From an optimization exercise on the open Yosys and OpenROAD flow, aimed at small area and few clock cycles; shortcuts taken in it are not production practice.
Function was checked by simulation only, so behaviour that the tests miss may differ from the original.
Power is estimated from default activity; no workload was simulated.

--- design/flow/constraint.sdc ---
create_clock -name core_clock -period 8.5 [get_ports {clk}]
set_input_delay 1.7000 -clock core_clock [delete_from_list [all_inputs] [get_ports {clk}]]
set_output_delay 1.7000 -clock core_clock [all_outputs]
set_load 0.01 [all_outputs]
--- design/flow/standard.sh ---
#!/bin/bash
# synth_recipe.tcl (not shown) runs the flow's synth.tcl, then flattens the netlist and writes it again
# the make line also repeats each setting of config.mk as NAME=value (left out here)
make -C /OpenROAD-flow-scripts/flow DESIGN_CONFIG=/design/flow/config.mk WORK_HOME=/design/flow/orfs CLKGATE_MAP_FILE= SYNTH_SCRIPT=/design/flow/synth_recipe.tcl "${@:-finish}"
--- design/flow/flow/run.sh ---
#!/bin/bash
set -euo pipefail
bash standard.sh "BUFFER_PORTS_ARGS=-buffer_cell sky130_fd_sc_hd__buf_1" finish > standard.log 2>&1
--- design/flow/config.mk ---
export PLATFORM = sky130hd
export DESIGN_NAME = pipeline_cpu
export DESIGN_NICKNAME = pipeline_cpu
export VERILOG_FILES = /design/flow/design.v
export SDC_FILE = /design/flow/constraint.sdc
export NUM_CORES = 4
export LEC_CHECK = 0
export CAP_MARGIN = 20
export CELL_PAD_IN_SITES_DETAIL_PLACEMENT = 1
export CORE_MARGIN = 2
export CORE_UTILIZATION = 45
export CTS_CLUSTER_DIAMETER = 100
export CTS_CLUSTER_SIZE = 30
export SETUP_SLACK_MARGIN = 0.3
export SLEW_MARGIN = 20
export SYNTH_HIERARCHICAL = 1
--- design/flow/design.v ---
package cpu_pkg;
    localparam int xlen = 32;
    localparam int reg_addr_width = 5;
    typedef logic [xlen-1:0] word_t;
    typedef logic [reg_addr_width-1:0] reg_addr_t;
    localparam logic [6:0] op_imm    = 7'b0010011;
    localparam logic [6:0] op_reg    = 7'b0110011;
    localparam logic [6:0] op_lui    = 7'b0110111;
    localparam logic [6:0] op_auipc  = 7'b0010111;
    localparam logic [6:0] op_jal    = 7'b1101111;
    localparam logic [6:0] op_branch = 7'b1100011;
endpackage
module register_file (
    input  logic [31:0] bits,
    input  logic [31:0] sel,
    output logic q
);
    logic [10:0] t;                
    for (genvar k = 0; k < 10; k++) begin : g_aoi
        rf_aoi3 u_aoi (
            .a1(bits[3*k]), .b1(sel[3*k]), .a2(bits[3*k+1]), .b2(sel[3*k+1]),
            .a3(bits[3*k+2]), .b3(sel[3*k+2]), .y(t[k])
        );
    end
    rf_aoi2 u_last (.a1(bits[30]), .b1(sel[30]), .a2(bits[31]), .b2(sel[31]), .y(t[10]));
    rf_or_low u_or (.t(t), .q(q));
endmodule
module rf_aoi3 (
    input  logic a1, b1, a2, b2, a3, b3,
    output logic y
);
    assign y = !((a1 && b1) || (a2 && b2) || (a3 && b3));
endmodule
module rf_aoi2 (
    input  logic a1, b1, a2, b2,
    output logic y
);
    assign y = !((a1 && b1) || (a2 && b2));
endmodule
module rf_or_low (
    input  logic [10:0] t,
    output logic q
);
    assign q = !(&t);
endmodule
module rf_cell (
    input  logic clk,
    input  logic we,
    input  logic we_n,
    input  logic d,
    output logic q
);
    always_ff @(posedge clk) begin
        q <= (we && d) || (we_n && q);
    end
endmodule
module adder (
    input  logic [31:0] a,
    input  logic [31:0] b,
    input  logic cin,
    output logic [31:0] s
);
    logic [31:0] g, p, h;
    always_comb begin
        g = a & b;
        p = a ^ b;
        h = p;
        g[0] = g[0] | (p[0] & cin);
        for (int l = 0; l < 5; l++) begin
            for (int i = 0; i < 32; i++) begin
                if (((i >> l) & 1) == 1) begin
                    g[i] = g[i] | (p[i] & g[((i >> l) << l) - 1]);
                    p[i] = p[i] & p[((i >> l) << l) - 1];
                end
            end
        end
        s = h ^ {g[30:0], cin};
    end
endmodule
module sh_mux (
    input  logic a, b, s,
    output logic y
);
    assign y = !(s ? b : a);
endmodule
module sh_zero_n (
    input  logic a, s,
    output logic y
);
    assign y = !(s || a);
endmodule
module sh_zero_p (
    input  logic a, s,
    output logic y
);
    assign y = s || !a;
endmodule
module shifter (
    input  logic [31:0] v,
    input  logic [4:0] n,
    input  logic left,
    output logic [31:0] y
);
    logic [31:0] lv [6];
    for (genvar i = 0; i < 32; i++) begin : g_in
        sh_mux u (.a(v[i]), .b(v[31-i]), .s(left), .y(lv[0][i]));
    end
    for (genvar k = 0; k < 5; k++) begin : g_lvl
        for (genvar i = 0; i < 32; i++) begin : g_bit
            if (i + (1 << k) < 32) begin : g_m
                sh_mux u (.a(lv[k][i]), .b(lv[k][i + (1 << k)]), .s(n[k]), .y(lv[k+1][i]));
            end else begin : g_z
                if (k % 2 == 0) begin : g_n
                    sh_zero_n u (.a(lv[k][i]), .s(n[k]), .y(lv[k+1][i]));
                end else begin : g_p
                    sh_zero_p u (.a(lv[k][i]), .s(n[k]), .y(lv[k+1][i]));
                end
            end
        end
    end
    assign y = lv[5];
endmodule
module result_bit (
    input  logic d1, k1, d2, k2, d3, k3, d4, k4, d5, k5, d6, k6,
    output logic y
);
    logic t1, t2;
    assign t1 = !(d1 && k1 || d2 && k2 || d3 && k3);
    assign t2 = !(d4 && k4 || d5 && k5 || d6 && k6);
    assign y = !(t1 && t2);
endmodule
module pipeline_cpu (
    input  logic clk,
    input  logic rst,
    output cpu_pkg::word_t imem_addr,
    input  cpu_pkg::word_t imem_data,
    output logic retire_valid,
    output cpu_pkg::word_t retire_pc,
    output cpu_pkg::reg_addr_t retire_rd,
    output cpu_pkg::word_t retire_data,
    output logic retire_illegal
);
    logic [29:0] pc_q;             
    cpu_pkg::word_t pc;
    logic [29:0] pc_inc;
    cpu_pkg::word_t instr;
    logic [6:0] opcode;
    logic [2:0] funct3;
    logic [4:0] rd, rs1_addr, rs2_addr;
    logic is_imm, is_reg, is_lui, is_auipc, is_jal, is_branch, is_alu;
    logic writes, illegal, sub;
    cpu_pkg::word_t imm_i, imm_u, imm_b, imm_j;
    assign pc = {pc_q, 2'b00};
    assign imem_addr = pc;
    assign pc_inc = pc_q + 30'd1;
    assign instr = imem_data;
    assign opcode = instr[6:0];
    assign rd = instr[11:7];
    assign funct3 = instr[14:12];
    assign rs1_addr = instr[19:15];
    assign rs2_addr = instr[24:20];
    assign is_imm = opcode == cpu_pkg::op_imm;
    assign is_reg = opcode == cpu_pkg::op_reg;
    assign is_lui = opcode == cpu_pkg::op_lui;
    assign is_auipc = opcode == cpu_pkg::op_auipc;
    assign is_jal = opcode == cpu_pkg::op_jal;
    assign is_branch = opcode == cpu_pkg::op_branch;
    assign is_alu = is_imm || is_reg;
    assign illegal = !(is_alu || is_lui || is_auipc || is_jal || is_branch);
    assign writes = (is_alu || is_lui || is_auipc || is_jal) && rd != 5'd0;
    assign imm_i = {{20{instr[31]}}, instr[31:20]};
    assign imm_u = {instr[31:12], 12'b0};
    assign imm_b = {{19{instr[31]}}, instr[31], instr[7], instr[30:25], instr[11:8], 1'b0};
    assign imm_j = {{11{instr[31]}}, instr[31], instr[19:12], instr[20], instr[30:21], 1'b0};
    cpu_pkg::word_t regs [1:31];
    logic [31:0] regs_t [32];      
    logic [31:1] wdec, sel1, sel2, wsel, wsel_n;
    logic byp1, byp2;
    cpu_pkg::word_t rs1_data, rs2_data, wdata;
    always_comb begin
        for (int i = 1; i < 32; i++) begin
            wdec[i] = retire_rd == 5'(i);
            sel1[i] = rs1_addr == 5'(i) && !wdec[i];
            sel2[i] = rs2_addr == 5'(i) && !wdec[i];
            wsel[i] = rst || wdec[i];
            wsel_n[i] = !wsel[i];
        end
        byp1 = rs1_addr == retire_rd && retire_rd != 5'd0;
        byp2 = rs2_addr == retire_rd && retire_rd != 5'd0;
        for (int b = 0; b < 32; b++) begin
            for (int i = 1; i < 32; i++) regs_t[b][i] = regs[i][b];
            regs_t[b][0] = retire_data[b];
        end
    end
    for (genvar b = 0; b < 32; b++) begin : g_read
        register_file u_rd1 (.bits(regs_t[b]), .sel({sel1, byp1}), .q(rs1_data[b]));
        register_file u_rd2 (.bits(regs_t[b]), .sel({sel2, byp2}), .q(rs2_data[b]));
    end
    assign wdata = rst ? '0 : retire_data;
    for (genvar i = 1; i < 32; i++) begin : g_reg
        for (genvar b = 0; b < 32; b++) begin : g_bit
            rf_cell u_cell (
                .clk(clk), .we(wsel[i]), .we_n(wsel_n[i]), .d(wdata[b]), .q(regs[i][b])
            );
        end
    end
    cpu_pkg::word_t opb, add_a, add_b, sum, x_xor, sh_out, sh_rev, result;
    logic slt, eq, taken;
    logic [4:0] shamt;
    function automatic cpu_pkg::word_t rev(input cpu_pkg::word_t v);
        for (int i = 0; i < 32; i++) rev[i] = v[31-i];
    endfunction
    assign opb = is_imm ? imm_i : rs2_data;
    assign sub = is_reg && (funct3 == 3'b010 || (funct3 == 3'b000 && instr[31:25] == 7'b0100000))
              || is_imm && funct3 == 3'b010;
    always_comb begin
        if (is_alu) add_b = opb;
        else if (is_jal) add_b = imm_j;
        else if (is_branch) add_b = imm_b;
        else add_b = imm_u;
    end
    assign add_a = (is_alu ? rs1_data : '0) | (is_lui || is_alu ? '0 : pc);
    adder u_add (.a(add_a), .b(add_b ^ {32{sub}}), .cin(sub), .s(sum));
    assign slt = (rs1_data[31] ^ opb[31]) ? rs1_data[31] : sum[31];
    assign x_xor = rs1_data ^ opb;
    assign eq = x_xor == '0;
    assign taken = is_jal || is_branch && (funct3 == 3'b000 && eq || funct3 == 3'b001 && !eq);
    assign shamt = opb[4:0];
    shifter u_shift (.v(rs1_data), .n(shamt), .left(funct3 == 3'b001), .y(sh_out));
    assign sh_rev = rev(sh_out);
    logic k_sum, k_sll, k_slt, k_xor, k_srl, k_and, k_jal;
    cpu_pkg::word_t x_and;
    assign x_and = rs1_data & opb;
    assign k_jal = writes && is_jal;
    assign k_sum = writes && (!is_alu && !is_jal || is_alu && (funct3 == 3'b000 || funct3 == 3'b011));
    assign k_sll = writes && is_alu && funct3 == 3'b001;
    assign k_slt = writes && is_alu && funct3 == 3'b010;
    assign k_xor = writes && is_alu && (funct3 == 3'b100 || funct3 == 3'b110);
    assign k_srl = writes && is_alu && funct3 == 3'b101;
    assign k_and = writes && is_alu && (funct3 == 3'b110 || funct3 == 3'b111);
    for (genvar b = 0; b < 32; b++) begin : g_res
        if (b < 2) begin : g_lo
            assign result[b] = sum[b] && k_sum || sh_rev[b] && k_sll || sh_out[b] && k_srl
                            || x_xor[b] && k_xor || x_and[b] && k_and
                            || (b == 0 ? slt && k_slt : 1'b0);
        end else begin : g_hi
            result_bit u_res (
                .d1(sum[b]), .k1(k_sum), .d2(sh_rev[b]), .k2(k_sll), .d3(sh_out[b]), .k3(k_srl),
                .d4(x_xor[b]), .k4(k_xor), .d5(x_and[b]), .k5(k_and), .d6(pc_inc[b-2]), .k6(k_jal),
                .y(result[b])
            );
        end
    end
    always_ff @(posedge clk) begin
        retire_valid <= !rst;
        if (rst) begin
            pc_q <= '0;
        end else begin
            pc_q <= taken ? sum[31:2] : pc_inc;
        end
        retire_pc <= pc;
        retire_rd <= (writes && !rst) ? rd : 5'd0;
        retire_data <= result;
        retire_illegal <= illegal;
    end
endmodule
==> out/qor.csv, run 1 <==
metric,value,unit
status,no timing/DRC/antenna violations,
maxCapViolCount,0,
path_max_fanout,28,
grt_pass1_vias,46600,
place.detailed.hpwl,160000,um
rows,119,
finalNetCount,4688,
internal-power,6.36,mW
hold_ws,0.460,ns
reg2reg_from,retire_rd[2],
portBuffers,132,
cts_resized,0,
fill_cells,11200,
clkTransAtPathRegs,0.11,ns
ctsLongestPathBuffers,3,
yosysWarnings,14,
min_period,7.66,ns
syn_to_final_growth,12.4,%
gp_congestion,1.06,
yosysTopAreaCell,dfxtp_1,
crit_arrival,8.26,ns
utilization,51.1,%
clkPwrFrac,33.3,%
cts_hold_buffers,0,
worst-slew-pin-transition,1.11,ns
rsz0062_at_grt,no,
grt_pass1_wl,351000,um
synth_flop_cell,dfxtp_1,
final_area,0.0539,mm2
layout-drive-gt1-share,11.6,%
startpoint,imem_data[17],
p_per_area,162,mW/mm2
crit_top_cell,o21ai_2,
holdCritPathClass,flip-flop to flip-flop,
h-tree-depth,2,
max-vdd-ir-drop,0.147,mV
cts_tree,built,
setup_viol,0,
numClockSinks,1091,
syn_inst,4262,
final_antenna_net_count,0,
synth_common_cells,"dfxtp_1, a22o_1, a222oi_1, mux2i_1, nand4_1",
yosys-top-cells-area,"dfxtp_1, a22o_1, a222oi_1, mux2i_1, nand4_1",
swShare,27.2,%
syn_avg_cell_area,11.2,um2
synth_top_cell_area_share,45.6,%
cts_setup_buffers,0,
comb_power_share,7.4,%
crit_path_top_delay_cell,a222oi_1,
slew_viol_final,0,
hold_start,pc_q[8],
p_leak,19.3,nW
hold_viol,0,
antenna_found_initial,24,
netSwitchingPower,2.38,mW
clk_latency,0.74,ns
numCtsBuffers,46,
dieArea,0.109,mm2
core-area,0.105,mm2
start_util,45.4,%
seq_power_share,59.2,%
drtIter0Drc,10600,
grt_max_degree,37,
async_flop_share,0,%
crit_path_end_kind,flip-flop,
finClkSkew,0.0470,ns
critPathMaxStageDelay,0.94,ns
num_vias,48900,
wl,250000,um
root_buffer,clkbuf_16,
overflow,0,
crit_family,compound AO/OA/AOI/OAI gates,
drc_errors,0,
die_y,330,um
cp_num_buf_inv,2,
synth.most_common_cell,dfxtp_1,
io_pins,137,
cp_cell_sequence,buf_1 -> nand3b_1 -> nor3_2 -> buf_4 -> a222oi_1 -> nand4_1 -> or3_1 -> a22o_1 -> ha_1 -> a21oi_1 -> o21ai_1 -> a221oi_2 -> o21ai_2 -> a21boi_2 -> o21ai_2 -> a211oi_2 -> xnor2_1 -> mux2_2 -> a221oi_1 -> o21ai_0,
timing.final.crit_share,90.1,%
drtPass1Iterations,22,
slew_headroom,25.6,%
postPlaceCellArea,0.0524,mm2
path_class,primary input to flip-flop,
ys_seq_elements,1091,
synth-edff-count,0,
setup-tns-final,0,ns
netlist_area,0.0479,mm2
synth_seq_area_share,45.6,%
required,9.10,ns
grt.total_usage,44.0,%
die-width,330,um
routedWlPerCell,41.6,um
startpoint_type,primary input,
synth_cell_types,74,
vias_per_cell,8.14,
fmax,131,MHz
area by class of cell:
| type | count | area [um2] | area share (%) |
|---|---|---|---|
| Antenna cell | 10 | 25.0 | 0.0465 |
| Clock buffer | 53 | 1240 | 2.30 |
| Clock inverter | 14 | 194 | 0.360 |
| Inverter | 53 | 200 | 0.372 |
| Multi-Input combinational cell | 3056 | 26500 | 49.2 |
| Sequential cell | 1091 | 21800 | 40.6 |
| Tap cell | 1391 | 1740 | 3.23 |
| Timing Repair Buffer | 338 | 2120 | 3.94 |
worst paths after layout:
check | to | slack (ns) | cells past startpoint
setup / recovery | retire_data[0] | 0.84 | 20
hold / removal | retire_pc[10] | 0.46 | 0
setup reg to reg | retire_data[0] | 1.07 | 22
hold reg to reg | retire_pc[10] | 0.46 | 0
modules after synthesis (local to each module, per instance), excerpt:
module,cell area [um2],times used,cells inside
rf_cell,28.8,992,2
pipeline_cpu,6770,1,851
rf_aoi3,10.0,640,1
sh_zero_p,6.26,10,1
rf_aoi2,12.5,64,1
sh_zero_n,3.75,21,1
adder,1280,1,155
result_bit,27.5,30,4
rf_or_low,23.8,64,4
sh_mux,10.0,161,1
cell families after synthesis:
| family | count (synthesis) | share of synthesized area, % |
|---|---|---|
| AOI/OAI and AO/OA | 2007 | 37.9 |
| DFF | 1091 | 45.6 |
| and+or+nand+nor | 705 | 8.01 |
| muxes | 178 | 3.78 |
| buffers and inverters | 118 | 1.08 |
| xor gates and xnor gates | 94 | 1.72 |
| adders and majority gates | 68 | 1.87 |
| other | 1 | 0.00783 |
power by group through the flow:
stage | combinational, mW | clock [mW] | sequential [mW]
2_1_floorplan | 0.281 | 0 | 5.28
3_3_place_gp | 0.604 | 0 | 5.29
3_5_place_dp | 0.609 | 0 | 5.29
4_1_cts | 0.611 | 2.89 | 5.18
5_1_grt | 0.643 | 3.09 | 5.18
6_report | 0.649 | 2.91 | 5.18
stage by stage:
step	total power, mW	setup slack [ns]	std cells
2_1_floorplan	5.56	0.348	4265
3_3_place_gp	5.89	0.583	5929
3_5_place_dp	5.90	0.591	5929
4_1_cts	8.68	1.32	5996
5_1_grt	8.92	0.845	6001
6_report	8.74	0.842	6006
registers in the layout, summed over array words and instances, names as in the netlist:
| signal | count |
|---|---|
| retire_valid | 1 |
| g.g_bit.u_cell.q | 992 |
| retire_rd | 5 |
| retire_pc | 30 |
| retire_illegal | 1 |
| retire_data | 32 |
| pc_q | 30 |
cell usage in the layout (no fill, tap or decap), drive strengths merged, types with 20 or more instances in the layout:
master	Yosys	final
a222oi	644	644
xnor2	47	47
nor3	57	57
nor2b	37	37
a22oi	161	161
xor2	47	47
ha	62	62
a21o	29	29
nand2b	22	22
nand2	92	92
a22o	1022	1022
a21oi	42	42
nand3	111	111
mux2i	164	164
nor4	31	31
nor2	98	98
clkbuf	44	54
dfxtp	1091	1091
inv	53	57
o21a	20	20
buf	21	337
nand4	142	142
o21ai	48	48
or3	66	66
routing by layer:
| layer | wire [um] | track usage [%] | vias up | part of all wire (%) |
|---|---|---|---|---|
| li1 | - | - | 19500 | - |
| met1 | 89000 | 54.1 | 24400 | 36 |
| met2 | 101000 | 63.1 | 3971 | 41 |
| met3 | 36000 | 15.6 | 969 | 14 |
| met4 | 23100 | 32.9 | 24 | 9.3 |
| met5 | 240 | 0.826 | - | 0.096 |
Testbench counts, summed over its fixed seeds: cycles 80,008.
==> run 2, diff against run 1 <==
==> design/flow/run.sh (new file) <==
#!/bin/bash
# synth_recipe.tcl (not shown) runs the flow's synth.tcl, then flattens the netlist and writes it again
# the make line also repeats each setting of config.mk as NAME=value (left out here)
make -C /OpenROAD-flow-scripts/flow DESIGN_CONFIG=/design/flow/config.mk WORK_HOME=/design/flow/orfs CLKGATE_MAP_FILE= SYNTH_SCRIPT=/design/flow/synth_recipe.tcl finish
--- a/design/flow/config.mk
+++ b/design/flow/config.mk
@@ -8,7 +8,6 @@
 export CAP_MARGIN = 20
-export CELL_PAD_IN_SITES_DETAIL_PLACEMENT = 1
 export CORE_MARGIN = 2
 export CORE_UTILIZATION = 45
-export CTS_CLUSTER_DIAMETER = 100
-export CTS_CLUSTER_SIZE = 30
+export CTS_CLUSTER_DIAMETER = 90
+export CTS_CLUSTER_SIZE = 25
 export SETUP_SLACK_MARGIN = 0.3
removed: design/flow/flow/run.sh
removed: design/flow/standard.sh
==> out/qor.csv, run 2 <==
metric,value,unit,change
synth.most_common_cell,dfxtp_1,,
timing.final.crit_share,92.0,%,+1.9 points
rsz0062_at_grt,no,,
cts_setup_buffers,0,,unchanged
path_max_fanout,27,,-3.6%
die_y,330,um,unchanged
fill_cells,9352,,-17%
maxCapViolCount,0,,unchanged
h-tree-depth,2,,unchanged
multi_input_area,0.0265,mm2,about the same
ys_seq_elements,1091,,unchanged
cts_tree,built,,
p_leak,19.9,nW,+2.8%
syn_inst,4262,,unchanged
numCtsBuffers,53,,+15%
path_class,primary input to flip-flop,,
rows,119,,unchanged
syn_to_final_growth,15.0,%,
syn_avg_cell_area,11.2,um2,unchanged
overflow,0,,unchanged
slew_viol_final,0,,unchanged
seq_power_share,58.2,%,-1.0 points
internal-power,6.51,mW,+2.4%
min_period,7.82,ns,+0.159 ns
final_area,0.0551,mm2,+2.3%
slew_headroom,21.3,%,-4.3 points
layout-drive-gt1-share,12.2,%,+0.54 points
start_util,45.4,%,unchanged
max-vdd-ir-drop,0.167,mV,+13%
num_vias,48300,,-1.3%
fmax,128,MHz,-2.0%
cts_resized,0,,unchanged
grt.total_usage,42.4,%,-1.6 points
async_flop_share,0,%,unchanged
p_per_area,161,mW/mm2,-0.58%
yosysTopAreaCell,dfxtp_1,,
clk_latency,0.74,ns,about the same
use_met2,60.6,%,-2.5 points
crit_arrival,8.39,ns,+0.13 ns
place.detailed.hpwl,158000,um,-1.1%
yosys-top-cells-area,"dfxtp_1, a22o_1, a222oi_1, mux2i_1, nand4_1",,
core-area,0.105,mm2,unchanged
vias_per_cell,8.00,,-1.7%
postPlaceCellArea,0.0535,mm2,+2.1%
finalNetCount,4720,,+0.68%
setup_viol,0,,unchanged
top_regs,"g.g_bit.u_cell.q (992), retire_data (32)",,
netlist_area,0.0479,mm2,unchanged
clkPwrFrac,34.3,%,+1.0 points
ctsLongestPathBuffers,3,,unchanged
most-common-layout-cells,"dfxtp_1, a22o_1, a222oi_1",,
synth_seq_area_share,45.6,%,unchanged
dieArea,0.109,mm2,unchanged
largest_register,g.g_bit.u_cell.q,,
drtIter0Drc,12000,,+13%
cts_hold_buffers,0,,unchanged
wl,241000,um,-3.3%
drtPass1Iterations,22,,unchanged
swShare,26.8,%,-0.48 points
grt_max_degree,36,,-2.7%
holdCritPathClass,flip-flop to flip-flop,,
synth_common_cells,"dfxtp_1, a22o_1, a222oi_1, mux2i_1, nand4_1",,
status,no timing/DRC/antenna violations,,
drc_errors,0,,unchanged
root_buffer,clkbuf_16,,
grt_pass1_wl,338000,um,-3.8%
top_usage_layer,met2,,
final_common_cell,dfxtp_1,,
met3_usage,11.6,%,-4.0 points
portBuffers,132,,unchanged
clkTransAtPathRegs,0.10,ns,about the same
yosysWarnings,14,,unchanged
numClockSinks,1091,,unchanged
crit_path_end_kind,flip-flop,,
io_pins,137,,unchanged
die-width,330,um,unchanged
comb_power_share,7.5,%,about the same
setup-tns-final,0,ns,unchanged
netSwitchingPower,2.38,mW,about the same
grt_pass1_vias,44200,,-5.2%
largest_reg_flops,992,,unchanged
synth_cell_types,74,,unchanged
synth_top_cell_area_share,45.6,%,unchanged
dp_slack,0.249,ns,-0.342 ns
synth-edff-count,0,,unchanged
worst-slew-pin-transition,1.17,ns,+0.0683 ns
required,9.08,ns,-0.02 ns
fin_ws,0.684,ns,-0.159 ns
use_met1,55.1,%,+1.0 points
hold_viol,0,,unchanged
seq_area,0.0218,mm2,unchanged
finClkSkew,0.0737,ns,+0.0266 ns
synth_flop_cell,dfxtp_1,,
antenna_found_initial,13,,-46%
final_antenna_net_count,0,,unchanged
startpoint_type,primary input,,
routedWlPerCell,40.0,um,-3.8%
gp_congestion,1.04,,-1.8%
-- run 2: cell type report --
cell class                 count  share of cell area, %
tap                         1391                   3.16
antenna                       11                 0.0499
sequential                  1091                   39.6
timing repair buffer         363                   5.91
clock buffer                  58                   2.50
multi-input combinational   3056                   48.1
inverter                      53                  0.363
clock inverter                11                  0.334
-- run 2: cells by family after synthesis --
logic type,count (synthesis),synth area share [%]
buffers and inverters,118,1.08
other,1,0.00783
adder cells (fa/ha/maj),68,1.87
AND/OR/NAND/NOR,705,8.01
multiplexers,178,3.78
flip-flops,1091,45.6
XOR/XNOR,94,1.72
AO/OA/AOI/OAI,2007,37.9
-- run 2: per-module statistics from Yosys, one instance, submodules excluded, a selection --
module / flops+latches / cells
pipeline_cpu: 99 / 851
adder: 0 / 155
rf_cell: 1 / 2
result_bit: 0 / 4
rf_or_low: 0 / 4
rf_aoi2: 0 / 1
rf_aoi3: 0 / 1
sh_mux: 0 / 1
sh_zero_p: 0 / 1
sh_zero_n: 0 / 1
-- run 2: power groups by stage --
| stage | Combinational, mW | Sequential (mW) | Clock (mW) |
|---|---|---|---|
| after floorplan | 0.281 | 5.28 | 0 |
| after global placement | 0.626 | 5.29 | 0 |
| after detailed placement | 0.625 | 5.29 | 0 |
| after CTS | 0.627 | 5.17 | 3.05 |
| after global routing | 0.660 | 5.18 | 3.21 |
| final | 0.663 | 5.18 | 3.05 |
-- run 2: worst paths after layout --
kind                 startpoint             end  cells after the start  slack [ns]
setup / recovery  imem_data[23]  retire_data[0]                     25        0.68
hold / removal         pc_q[18]   retire_pc[20]                      0        0.45
setup reg to reg   retire_rd[0]  retire_data[0]                     23        0.99
hold reg to reg        pc_q[18]   retire_pc[20]                      0        0.45
-- run 2: worst max-delay path, stage by stage --
cell,delay [ns]
clkdlybuf4s50_1,0.83
nand3b_1,0.35
nor3_2,0.07
buf_4,0.29
a222oi_1,0.64
nand4_1,0.29
or3_1,0.46
mux2_2,0.30
nand2_1,0.08
xnor2_1,0.07
inv_1,0.09
fa_1,0.17
inv_1,0.05
fa_1,0.44
a211oi_1,0.34
o211ai_1,0.27
a32oi_1,0.28
o21ai_2,0.15
a21boi_2,0.31
o21ai_2,0.12
a211oi_2,0.21
xnor2_1,0.14
mux2_2,0.28
a221oi_1,0.28
o21ai_0,0.14
-- run 2: per-layer routing --
layer	share of wire (%)	wire, um	up-vias
met4	8.7	20900	10
met5	0.034	83	-
met2	41	98100	4288
met1	37	89000	23500
met3	14	33200	833
li1	-	-	19600
-- run 2: through the flow --
step | power, mW | utilization (%) | hold WS [ns] | instances
global route | 9.05 | 52.3 | 0.469 | 6028
detailed placement | 5.92 | 50.8 | 0.424 | 5953
finish | 8.89 | 52.3 | 0.449 | 6034
floorplan | 5.56 | - | 0.390 | 4265
CTS | 8.85 | 52.2 | 0.440 | 6022
global placement | 5.92 | 50.8 | 0.427 | 5953
==> run 3, diff against run 2 <==
--- a/design/flow/design.v
+++ b/design/flow/design.v
@@ -13,4 +13,4 @@
 module register_file (
-    input  logic [31:0] bits,
-    input  logic [31:0] sel,
+    input  logic [31:1] bits,
+    input  logic [31:1] sel,
     output logic q
@@ -20,7 +20,7 @@
         rf_aoi3 u_aoi (
-            .a1(bits[3*k]), .b1(sel[3*k]), .a2(bits[3*k+1]), .b2(sel[3*k+1]),
-            .a3(bits[3*k+2]), .b3(sel[3*k+2]), .y(t[k])
+            .a1(bits[3*k+1]), .b1(sel[3*k+1]), .a2(bits[3*k+2]), .b2(sel[3*k+2]),
+            .a3(bits[3*k+3]), .b3(sel[3*k+3]), .y(t[k])
         );
     end
-    rf_aoi2 u_last (.a1(bits[30]), .b1(sel[30]), .a2(bits[31]), .b2(sel[31]), .y(t[10]));
+    rf_nand2 u_last (.a(bits[31]), .b(sel[31]), .y(t[10]));
     rf_or_low u_or (.t(t), .q(q));
@@ -33,7 +33,7 @@
 endmodule
-module rf_aoi2 (
-    input  logic a1, b1, a2, b2,
-    output logic y
-);
-    assign y = !((a1 && b1) || (a2 && b2));
+module rf_nand2 (
+    input  logic a, b,
+    output logic y
+);
+    assign y = !(a && b);
 endmodule
@@ -175,19 +175,15 @@
     cpu_pkg::word_t regs [1:31];
-    logic [31:0] regs_t [32];      
+    logic [31:1] regs_t [32];      
     logic [31:1] wdec, sel1, sel2, wsel, wsel_n;
-    logic byp1, byp2;
-    cpu_pkg::word_t rs1_data, rs2_data, wdata;
+    cpu_pkg::word_t rs1_data, rs2_data;
     always_comb begin
         for (int i = 1; i < 32; i++) begin
-            wdec[i] = retire_rd == 5'(i);
-            sel1[i] = rs1_addr == 5'(i) && !wdec[i];
-            sel2[i] = rs2_addr == 5'(i) && !wdec[i];
-            wsel[i] = rst || wdec[i];
-            wsel_n[i] = !wsel[i];
-        end
-        byp1 = rs1_addr == retire_rd && retire_rd != 5'd0;
-        byp2 = rs2_addr == retire_rd && retire_rd != 5'd0;
+            wdec[i] = writes && rd == 5'(i);
+            sel1[i] = rs1_addr == 5'(i);
+            sel2[i] = rs2_addr == 5'(i);
+            wsel[i] = wdec[i] && !rst;
+            wsel_n[i] = !wdec[i] && !rst;
+        end
         for (int b = 0; b < 32; b++) begin
             for (int i = 1; i < 32; i++) regs_t[b][i] = regs[i][b];
-            regs_t[b][0] = retire_data[b];
         end
@@ -195,6 +191,5 @@
     for (genvar b = 0; b < 32; b++) begin : g_read
-        register_file u_rd1 (.bits(regs_t[b]), .sel({sel1, byp1}), .q(rs1_data[b]));
-        register_file u_rd2 (.bits(regs_t[b]), .sel({sel2, byp2}), .q(rs2_data[b]));
-    end
-    assign wdata = rst ? '0 : retire_data;
+        register_file u_rd1 (.bits(regs_t[b]), .sel(sel1), .q(rs1_data[b]));
+        register_file u_rd2 (.bits(regs_t[b]), .sel(sel2), .q(rs2_data[b]));
+    end
     for (genvar i = 1; i < 32; i++) begin : g_reg
@@ -202,3 +197,3 @@
             rf_cell u_cell (
-                .clk(clk), .we(wsel[i]), .we_n(wsel_n[i]), .d(wdata[b]), .q(regs[i][b])
+                .clk(clk), .we(wsel[i]), .we_n(wsel_n[i]), .d(result[b]), .q(regs[i][b])
             );
==> design/flow/flow/run.sh (new file) <==
#!/bin/bash
set -euo pipefail
bash standard.sh "BUFFER_PORTS_ARGS=-buffer_cell sky130_fd_sc_hd__buf_1" finish > standard.log 2>&1
==> design/flow/standard.sh (new file) <==
#!/bin/bash
# synth_recipe.tcl (not shown) runs the flow's synth.tcl, then flattens the netlist and writes it again
# the make line also repeats each setting of config.mk as NAME=value (left out here)
make -C /OpenROAD-flow-scripts/flow DESIGN_CONFIG=/design/flow/config.mk WORK_HOME=/design/flow/orfs CLKGATE_MAP_FILE= SYNTH_SCRIPT=/design/flow/synth_recipe.tcl "${@:-finish}"
--- a/design/flow/config.mk
+++ b/design/flow/config.mk
@@ -8,7 +8,8 @@
 export CAP_MARGIN = 20
+export CELL_PAD_IN_SITES_DETAIL_PLACEMENT = 1
 export CORE_MARGIN = 2
 export CORE_UTILIZATION = 45
-export CTS_CLUSTER_DIAMETER = 90
-export CTS_CLUSTER_SIZE = 25
-export SETUP_SLACK_MARGIN = 0.3
+export CTS_CLUSTER_DIAMETER = 100
+export CTS_CLUSTER_SIZE = 30
+export SETUP_SLACK_MARGIN = 0.1
 export SLEW_MARGIN = 20
removed: design/flow/run.sh
==> out/qor.csv, run 3 <==
metric,value,unit,change
status,no timing/DRC/antenna violations,,
gp_congestion,1.00,,-3.5%
startpoint,imem_data[24],,
async_flop_share,0,%,unchanged
core-area,0.103,mm2,-1.8%
num_vias,49000,,+1.5%
synth_flop_cell,dfxtp_1,,
synth-edff-count,0,,unchanged
place.detailed.hpwl,166000,um,+4.9%
clkPwrFrac,33.7,%,-0.6 points
yosys-top-cells-area,"dfxtp_1, a22o_1, a222oi_1, mux2i_1, nand4_1",,
final-instance-count-excl-fill,6020,,-0.23%
yosysTopAreaCell,dfxtp_1,,
root_buffer,clkbuf_16,,
required,9.15,ns,+0.07 ns
crit_path_end_kind,flip-flop,,
grt_pass1_wl,356000,um,+5.3%
top_regs,"g.g_bit.u_cell.q (992), retire_data (32)",,
seq_power_share,60.6,%,+2.4 points
max-vdd-ir-drop,0.187,mV,+12%
fmax,123,MHz,-3.8%
synth_common_cells,"dfxtp_1, a22o_1, a222oi_1, mux2i_1, nand4_1",,
die-width,327,um,-0.93%
cts_setup_buffers,0,,unchanged
numCtsBuffers,46,,-13%
reg2reg_from,g_reg[19].g_bit[10].u_cell.q,,
clk_latency,0.72,ns,-0.02 ns
synth_top_cell_area_share,46.5,%,+0.87 points
path_max_fanout,32,,+19%
wl,254000,um,+5.1%
grt.total_usage,45.3,%,+2.9 points
slew_viol_final,0,,unchanged
clkTransAtPathRegs,0.11,ns,about the same
drtPass1Iterations,11,,-50%
fill_cells,11000,,+18%
use_met2,66.2,%,+5.6 points
final_antenna_net_count,0,,unchanged
slew_headroom,18.3,%,-3.0 points
synth_seq_area_share,46.5,%,+0.87 points
internal-power,6.26,mW,-3.8%
met3_usage,15.1,%,+3.5 points
cts_resized,0,,unchanged
antenna_found_initial,35,,+22
ys_seq_elements,1091,,unchanged
synth.most_common_cell,dfxtp_1,,
drc_errors,0,,unchanged
dieArea,0.107,mm2,-1.9%
rows,118,,-0.84%
finalNetCount,4714,,-0.13%
crit_arrival,8.78,ns,+0.39 ns
cts_hold_buffers,0,,unchanged
seq_area,0.0218,mm2,unchanged
routedWlPerCell,42.1,um,+5.3%
r2r_end,g_reg[26].g_bit[0].u_cell.q,,
syn_avg_cell_area,11.2,um2,-0.65%
netSwitchingPower,2.19,mW,-7.9%
grt_pass1_vias,46600,,+5.6%
multi_input_area,0.0259,mm2,-2.2%
swShare,25.9,%,-0.85 points
h-tree-depth,2,,unchanged
p_leak,19.6,nW,-1.4%
endpoint,g_reg[26].g_bit[0].u_cell.q,,
die_y,327,um,-0.93%
largest_reg_flops,992,,unchanged
min_period,8.13,ns,+0.311 ns
setup_viol,0,,unchanged
startpoint_type,primary input,,
most-common-layout-cells,"dfxtp_1, a22o_1, a222oi_1",,
comb_power_share,5.7,%,-1.8 points
hold_ws,0.430,ns,-0.0192 ns
final_common_cell,dfxtp_1,,
setup-tns-final,0,ns,unchanged
regToRegSetupSlack,2.41,ns,+1.42 ns
numPlacedInstances,5934,,-0.32%
syn_inst,4209,,-1.2%
power.total,8.46,mW,-4.9%
yosysWarnings,14,,unchanged
largest_register,g.g_bit.u_cell.q,,
io_pins,137,,unchanged
portBuffers,132,,unchanged
ctsLongestPathBuffers,3,,unchanged
synth_cell_types,75,,+1.4%
numClockSinks,1091,,unchanged
top_usage_layer,met2,,
p_per_area,156,mW/mm2,-3.4%
netlist_area,0.0470,mm2,-1.9%
hold_viol,0,,unchanged
finClkSkew,0.0512,ns,-0.0224 ns
grt_max_degree,34,,-5.6%
overflow,0,,unchanged
reg2reg_depth,23,,unchanged
rsz0062_at_grt,no,,
syn_to_final_growth,15.4,%,
cts_tree,built,,
layout-drive-gt1-share,12.1,%,-0.082 points
vias_per_cell,8.14,,+1.8%
worst-slew-pin-transition,1.22,ns,+0.0480 ns
start_util,45.4,%,about the same
timing.final.crit_share,95.6,%,+3.7 points
maxCapViolCount,0,,unchanged
holdCritPathClass,flip-flop to flip-flop,,
drtIter0Drc,10200,,-15%
use_met1,55.8,%,+0.65 points
path_class,primary input to flip-flop,,
run 3: layout make-up:
type	instances	share of cell area [%]
multi-input cells	3025	47.8
flip-flops and latches	1091	40.3
repair buffers	423	5.98
well taps	1380	3.18
clock buffers	48	2.18
clock inverters	10	0.360
inverters	25	0.173
diodes	18	0.0831
run 3: cell families after synthesis:
family	count (synthesis)	synth area share, %
AO/OA/AOI/OAI	1936	36.9
AND/OR/NAND/NOR	754	8.41
multiplexers	179	3.84
adder cells (fa/ha/maj)	68	1.91
flip-flops	1091	46.5
other	1	0.00798
buffers and inverters	96	0.945
XOR/XNOR	84	1.57
run 3: per-module statistics from Yosys (local to each module, per instance), a selection:
module	cell area [um2]	cells inside	copies in the design
pipeline_cpu	6420	798	1
adder	1280	155	1
rf_cell	28.8	2	992
result_bit	27.5	4	30
rf_aoi3	10.0	1	640
sh_mux	10.0	1	161
sh_zero_p	6.26	1	10
rf_nand2	3.75	1	64
sh_zero_n	3.75	1	21
run 3: through the flow:
| stage | utilization [%] | setup slack [ns] | instance area (um2) |
|---|---|---|---|
| floorplan | - | 0.206 | 47000 |
| global placement | 50.7 | -0.0975 | 52500 |
| detailed placement | 50.8 | -0.0869 | 52600 |
| CTS | 52.1 | 0.606 | 53900 |
| global route | 52.4 | 0.157 | 54200 |
| finish | 52.4 | 0.372 | 54200 |
run 3: how the worst min path moves through the flow:
stage,from,endpoint,cells after the start,slack [ns]
final,pc_q[6],retire_pc[8],0,0.43
after global routing,pc_q[6],retire_pc[8],0,0.44
after CTS,pc_q[6],retire_pc[8],0,0.43
after detailed placement,pc_q[7],retire_pc[9],0,0.43
after global placement,pc_q[7],retire_pc[9],0,0.43
after floorplan,pc_q[29],retire_pc[31],0,0.41
run 3: critical path: stages:
cell and delay [ns]:
buf_1 0.51, nand3b_1 0.46, nor2_4 0.99, a222oi_1 0.29
nand4_1 0.33, or3_1 0.41, mux2i_1 0.14, o22ai_1 0.22
xor2_1 0.32, ha_1 0.34, o211ai_1 0.23, o211ai_1 0.19
a32oi_1 0.24, o21ai_2 0.18, a21boi_2 0.22, o21ai_2 0.12
a211oi_2 0.23, xnor2_1 0.21, mux2i_1 0.12, nor3b_1 0.22
a211oi_1 0.09, a21oi_1 0.27, a22o_1 0.29, buf_12 0.22
a22o_1 0.18
run 3: power groups by stage:
stage,Sequential (mW),Clock [mW],Combinational [mW]
floorplan,5.24,0,0.192
global placement,5.24,0,0.449
detailed placement,5.24,0,0.452
CTS,5.12,2.85,0.453
global route,5.13,3.01,0.476
finish,5.12,2.85,0.481
run 3: layer usage:
metal	vias up	routed length (um)
met4	28	21500
met2	3982	105000
met1	24600	91800
met5	-	188
met3	990	34600
li1	19400	-
Testbench counts of run 3, summed over its fixed seeds: cycles 80,008.

## what the ideal ports hide
No port has a modelled driver above. Below, the same layouts with a new extraction and two added sets of constraints.
Step 1, drivers: a clkbuf_16 drives clk and a buf_2 each remaining input, both assumed.
Step 2 adds t to the input delays and takes it off the output delays; t is the mean of the earliest and latest rising clock arrival at the registers after step 1. Input paths then give back, and output paths get back, about the clock's delay inside the block.
a / b / c = ideal / step 1 / step 2; a / b = the first two.
| run | t (ns) | setup slack, ns | latest minus earliest clock arrival (ns) | worst register clock-pin slew, ns | worst data-port slew with drivers (ns) |
|---|---|---|---|---|---|
| run 1 | 0.789 | 0.842 / 0.819 / 0.030 | 0.047 / 0.047 | 0.12 / 0.12 | 0.12 |
| run 2 | 0.786 | 0.684 / 0.662 / -0.124 | 0.073 / 0.073 | 0.11 / 0.11 | 0.10 |
| run 3 | 0.764 | 0.372 / 0.342 / -0.423 | 0.051 / 0.051 | 0.12 / 0.12 | 0.14 |
Met with ideal ports but missed after step 2: setup timing in run 2 and run 3. The setup slack of run 1, which loses most, moves by -0.023 ns with the drivers and by -0.812 ns with both steps.
